This design comes from an exercise in tuning for small area, a short achievable clock period and few clock cycles per item on the open sky130 flow, not from production work. At most, simulation tests tie the RTL to the original design; equivalence was not proved. Power and IR drop assume default switching activity.

main:
==> module fir_filter, before the edit <==
module fir_filter (
    input  logic                          clk,
    input  logic                          rst,
    input  logic signed [fir_pkg::DW-1:0] FIR_input,
    input  logic                          input_valid,
    output logic signed [fir_pkg::OW-1:0] FIR_output,
    output logic                          output_valid
);
    localparam int DW = fir_pkg::DW;
    localparam int NL = fir_pkg::TAPS - 1;    
    localparam int UW = 26;                   
    localparam int PW = 22;                   
    logic                   iv_r;
    logic signed [DW-1:0]   x_r;
    logic signed [DW-1:0]   d [0:NL-1];
    logic [5:0]             cnt;              
    logic signed [UW-1:0]   u;
    logic signed [PW-1:0]   p;
    logic signed [DW-1:0]   d61, d62;
    logic signed [DW:0]     s;
    logic signed [UW-1:0]   t;
    assign d61 = (cnt >= 6'd62) ? d[61] : '0;
    assign d62 = (cnt == 6'd63) ? d[62] : '0;
    assign s   = x_r + d62;
    always_ff @(posedge clk) begin
        x_r <= FIR_input;
        if (rst) iv_r <= 1'b0;
        else     iv_r <= input_valid;
    end
    always_ff @(posedge clk) begin
        if (iv_r) begin
            d[0] <= x_r;
            for (int k = 1; k < NL; k++) d[k] <= d[k-1];
        end
    end
    always_ff @(posedge clk) begin
        if (rst) begin
            cnt <= '0;
            u   <= '0;
            p   <= '0;
        end else if (iv_r) begin
            if (cnt != 6'd63) cnt <= cnt + 6'd1;
            u <= u - UW'(p) + (UW'(s) <<< 5) - UW'(s);
            p <= p + PW'(x_r) - PW'(d61);
        end
    end
    assign t            = u + (UW'(x_r) <<< 5);
    assign FIR_output   = {{(fir_pkg::OW-UW-4){t[UW-1]}}, t, 4'b0000};
    assign output_valid = iv_r;
endmodule
Settings: LEC_CHECK=0, CAP_MARGIN=20, CORE_MARGIN=2, CORE_UTILIZATION=40, SLEW_MARGIN=20; clock period 12.0 ns.
run.sh (not shown) runs the stock make flow with config.mk's settings and CLKGATE_MAP_FILE= SYNTH_SCRIPT=/design/flow/synth_recipe.tcl, a recipe that flattens the netlist after the stock synthesis.
Modified inputs, the feature branch compared to main
diff --git a/flow/design.v b/flow/design.v
--- a/flow/design.v
+++ b/flow/design.v
@@ -95,45 +95,36 @@
     output logic signed [fir_pkg::OW-1:0] FIR_output,
     output logic                          output_valid
 );
-    localparam int DW = fir_pkg::DW;
-    localparam int NL = fir_pkg::TAPS - 1;    
-    localparam int UW = 26;                   
-    localparam int PW = 22;                   
-    logic                   iv_r;
-    logic signed [DW-1:0]   x_r;
-    logic signed [DW-1:0]   d [0:NL-1];
-    logic [5:0]             cnt;              
-    logic signed [UW-1:0]   u;
-    logic signed [PW-1:0]   p;
-    logic signed [DW-1:0]   d61, d62;
-    logic signed [DW:0]     s;
-    logic signed [UW-1:0]   t;
-    assign d61 = (cnt >= 6'd62) ? d[61] : '0;
-    assign d62 = (cnt == 6'd63) ? d[62] : '0;
-    assign s   = x_r + d62;
+    localparam int DW   = fir_pkg::DW;
+    localparam int TAPS = fir_pkg::TAPS;
+    localparam int TW   = 26;                 
+    localparam int SW   = 22;                 
+    logic signed [DW-1:0]   d [0:TAPS-1];
+    logic [6:0]             cnt;              
+    logic signed [TW-1:0]   t;
+    logic signed [SW-1:0]   s;
+    logic signed [DW-1:0]   old;              
+    assign old = cnt[6] ? d[TAPS-1] : '0;
     always_ff @(posedge clk) begin
-        x_r <= FIR_input;
-        if (rst) iv_r <= 1'b0;
-        else     iv_r <= input_valid;
-    end
-    always_ff @(posedge clk) begin
-        if (iv_r) begin
-            d[0] <= x_r;
-            for (int k = 1; k < NL; k++) d[k] <= d[k-1];
+        if (input_valid) begin
+            d[0] <= FIR_input;
+            for (int k = 1; k < TAPS; k++) d[k] <= d[k-1];
         end
     end
     always_ff @(posedge clk) begin
         if (rst) begin
-            cnt <= '0;
-            u   <= '0;
-            p   <= '0;
-        end else if (iv_r) begin
-            if (cnt != 6'd63) cnt <= cnt + 6'd1;
-            u <= u - UW'(p) + (UW'(s) <<< 5) - UW'(s);
-            p <= p + PW'(x_r) - PW'(d61);
+            cnt          <= '0;
+            t            <= '0;
+            s            <= '0;
+            output_valid <= 1'b0;
+        end else begin
+            output_valid <= input_valid;
+            if (input_valid) begin
+                if (!cnt[6]) cnt <= cnt + 7'd1;
+                t <= t - TW'(s) + (TW'(old) <<< 5) + (TW'(FIR_input) <<< 5);
+                s <= s - SW'(old) + SW'(FIR_input);
+            end
         end
     end
-    assign t            = u + (UW'(x_r) <<< 5);
-    assign FIR_output   = {{(fir_pkg::OW-UW-4){t[UW-1]}}, t, 4'b0000};
-    assign output_valid = iv_r;
+    assign FIR_output = {{(fir_pkg::OW-TW-4){t[TW-1]}}, t, 4'b0000};
 endmodule
Notes after the runs:
| final standard cell area without fillers | lower: the feature branch |. On period utilization: between the feature branch and main, it ends up lower for the feature branch. Delta (the feature branch minus main): layout overhead on the synthesized area climbed 0.43 points, data arrival time of the critical path climbed 1.84 ns, utilization barely changed, sequential-to-total area share from yosys stat climbed 4.3 points. The feature branch vs main — total length of routed wires dropped by more than 10%. For the feature branch, the endpoint of the worst setup timing path was t[25]$_SDFFE_PP0P_, unlike main, where it was FIR_output[34]. Compared with main, the feature branch has extra setup slack. Summary — global-route wire length before repair, the feature branch relative to main: lower, by 10 mm. Compared with main, in the feature branch clock tree skew after final layout closely matched the old numbers; number of non-filler instances in the completed layout decreased by about 9% relative to the old numbers; post-layout total power increased by 0.32% relative to the old numbers.
Function was not checked in any run of this note: the RTL went through the layout flow alone.


fir_filter, a different RTL version from the one above (not shown whole).
Size in the first run: roughly 58 I/O pins, about 0.041 mm2 of cells after synthesis.
==> module fir_ares, before the edit <==
module fir_ares (
    input  logic [25:0] as,
    input  logic [25:0] ac,
    output logic [25:0] a,
    output logic [4:0]  up,
    output logic [4:0]  dn
);
    logic [25:0] p, g, c;
    fir_pg #(.W(26)) u_pg (.a(as), .b(ac), .p(p), .g(g));
    fir_carry #(.W(26)) u_c (.p(p), .g(g), .c(c), .cout());
    assign a  = p ^ c;
    assign up = a[25:21] + 5'd1;
    assign dn = a[25:21] - 5'd1;
endmodule
==> module fir_tadd, before the edit <==
module fir_tadd (
    input  logic [25:0] a,
    input  logic [4:0]  up,
    input  logic [4:0]  dn,
    input  logic [15:0] x,
    output logic [25:0] t
);
    logic [15:0] p, g, c;
    logic        co;
    fir_pg #(.W(16)) u_pg (.a(a[20:5]), .b(x), .p(p), .g(g));
    fir_carry #(.W(16)) u_c (.p(p), .g(g), .c(c), .cout(co));
    assign t = {(co == x[15]) ? a[25:21] : co ? up : dn, p ^ c, a[4:0]};
endmodule
==> module fir_pg, before the edit <==
module fir_pg #(
    parameter int W = 26
) (
    input  logic [W-1:0] a,
    input  logic [W-1:0] b,
    output logic [W-1:0] p,
    output logic [W-1:0] g
);
    assign p = a ^ b;
    assign g = a & b;
endmodule
==> module fir_carry, before the edit <==
module fir_carry #(
    parameter int W = 26
) (
    input  logic [W-1:0] p,
    input  logic [W-1:0] g,
    output logic [W-1:0] c,
    output logic         cout
);
    localparam int LV = $clog2(W);
    logic [(LV+1)*W-1:0] gg, pp;
    assign gg[W-1:0] = g;
    assign pp[W-1:0] = p;
    for (genvar l = 0; l < LV; l++) begin : g_lvl
        for (genvar i = 0; i < W; i++) begin : g_bit
            if (i >= (1 << l)) begin : g_op
                assign gg[(l+1)*W+i] = gg[l*W+i] | (pp[l*W+i] & gg[l*W+i-(1<<l)]);
                assign pp[(l+1)*W+i] = pp[l*W+i] & pp[l*W+i-(1<<l)];
            end else begin : g_pass
                assign gg[(l+1)*W+i] = gg[l*W+i];
                assign pp[(l+1)*W+i] = pp[l*W+i];
            end
        end
    end
    assign c    = {gg[(LV+1)*W-2:LV*W], 1'b0};
    assign cout = gg[(LV+1)*W-1];
endmodule
clock: 12.0 ns
lec_check: 0
abc_clock_period_in_ps: 100
cap_margin: 20
core_margin: 2
core_utilization: 60
slew_margin: 20
synth_hierarchical: 1
synth_minimum_keep_size: 0
standard.sh (not shown) runs the stock make flow with config.mk's settings and CLKGATE_MAP_FILE= SYNTH_SCRIPT=/design/flow/synth_recipe.tcl, a recipe that flattens the netlist after the stock synthesis.
==> flow/flow/run.sh <==
#!/bin/bash
# The standard layout, with these changes to how it optimises:
#  - timing repair aims well past the required period (a setup margin),
#  - resizing may change a cell's footprint (the platform pins it otherwise),
#  - port buffers start as plain buffers instead of delay cells,
#  - the clock tree has no dummy loads.
set -euo pipefail
bash standard.sh \
  SETUP_SLACK_MARGIN=8.7 \
  MATCH_CELL_FOOTPRINT=0 \
  "BUFFER_PORTS_ARGS=-buffer_cell sky130_fd_sc_hd__buf_4" \
  "CTS_ARGS=-sink_clustering_enable -repair_clock_nets -dont_use_dummy_load -sink_clustering_size 30 -sink_clustering_max_diameter 100 -buf_list {sky130_fd_sc_hd__clkbuf_8 sky130_fd_sc_hd__clkbuf_16}" \
  finish > standard.log 2>&1
Testbench counts at the start, summed over its fixed seeds: cycles 2,408, items 2,400.
Then changed:
--- a/flow/design.v
+++ b/flow/design.v
@@ -168,62 +168,20 @@
     input  logic [25:0] ac,
     output logic [25:0] a,
     output logic [4:0]  up,
     output logic [4:0]  dn
 );
-    logic [25:0] p, g, c;
-    fir_pg #(.W(26)) u_pg (.a(as), .b(ac), .p(p), .g(g));
-    fir_carry #(.W(26)) u_c (.p(p), .g(g), .c(c), .cout());
-    assign a  = p ^ c;
+    assign a  = as + ac;
     assign up = a[25:21] + 5'd1;
     assign dn = a[25:21] - 5'd1;
 endmodule
 module fir_tadd (
     input  logic [25:0] a,
     input  logic [4:0]  up,
     input  logic [4:0]  dn,
     input  logic [15:0] x,
     output logic [25:0] t
 );
-    logic [15:0] p, g, c;
-    logic        co;
-    fir_pg #(.W(16)) u_pg (.a(a[20:5]), .b(x), .p(p), .g(g));
-    fir_carry #(.W(16)) u_c (.p(p), .g(g), .c(c), .cout(co));
-    assign t = {(co == x[15]) ? a[25:21] : co ? up : dn, p ^ c, a[4:0]};
+    logic [16:0] lo;
+    assign lo = {1'b0, a[20:5]} + {1'b0, x};
+    assign t  = {(lo[16] == x[15]) ? a[25:21] : lo[16] ? up : dn, lo[15:0], a[4:0]};
 endmodule
-module fir_pg #(
-    parameter int W = 26
-) (
-    input  logic [W-1:0] a,
-    input  logic [W-1:0] b,
-    output logic [W-1:0] p,
-    output logic [W-1:0] g
-);
-    assign p = a ^ b;
-    assign g = a & b;
-endmodule
-module fir_carry #(
-    parameter int W = 26
-) (
-    input  logic [W-1:0] p,
-    input  logic [W-1:0] g,
-    output logic [W-1:0] c,
-    output logic         cout
-);
-    localparam int LV = $clog2(W);
-    logic [(LV+1)*W-1:0] gg, pp;
-    assign gg[W-1:0] = g;
-    assign pp[W-1:0] = p;
-    for (genvar l = 0; l < LV; l++) begin : g_lvl
-        for (genvar i = 0; i < W; i++) begin : g_bit
-            if (i >= (1 << l)) begin : g_op
-                assign gg[(l+1)*W+i] = gg[l*W+i] | (pp[l*W+i] & gg[l*W+i-(1<<l)]);
-                assign pp[(l+1)*W+i] = pp[l*W+i] & pp[l*W+i-(1<<l)];
-            end else begin : g_pass
-                assign gg[(l+1)*W+i] = gg[l*W+i];
-                assign pp[(l+1)*W+i] = pp[l*W+i];
-            end
-        end
-    end
-    assign c    = {gg[(LV+1)*W-2:LV*W], 1'b0};
-    assign cout = gg[(LV+1)*W-1];
-endmodule
Maximum frequency fell by a little under a tenth.
Total power rose by a few percent.
Global-route usage stays flat.
Worst hold slack is better by 0.019 ns.
Cell area rose slightly.
Die area rose slightly.
Only the layout flow was run in the second run of this note; the RTL was not checked for function there.

-- re-timing with driven ports --
Ports are ideal in the flow. The routed layouts listed here were re-timed in OpenROAD.
Step 1 (the two cells are an assumption about what drives the block):
set clk [get_ports {clk}]
set_driving_cell -lib_cell sky130_fd_sc_hd__clkbuf_16 $clk
set_driving_cell -lib_cell sky130_fd_sc_hd__buf_2 [delete_from_list [all_inputs] $clk]
Step 2 also shifts input and output timing later by t, the mid clock arrival at the registers, as if the neighbouring blocks saw the same clock.
Three values: ideal, step 1, step 2; two values: the first two.
run | t, ns | setup slack, ns | latest minus earliest clock arrival (ns) | slew at the worst register clock pin (ns)
main | 0.719 | 4.986 / 4.923 / 5.017 | 0.036 / 0.036 | 0.07 / 0.07
the feature branch | 0.726 | 6.111 / 6.151 / 5.425 | 0.027 / 0.026 | 0.07 / 0.07
the first run of note 2 | 0.650 | 8.248 / 8.248 / 7.703 | 0.090 / 0.090 | 0.11 / 0.11
the second run of note 2 | 0.641 | 7.904 / 7.904 / 7.513 | 0.089 / 0.089 | 0.11 / 0.11
After both steps setup and hold are still met in every run listed. For the feature branch, which loses most, drivers alone change the setup slack by +0.040 ns; drivers and shift together by -0.686 ns.
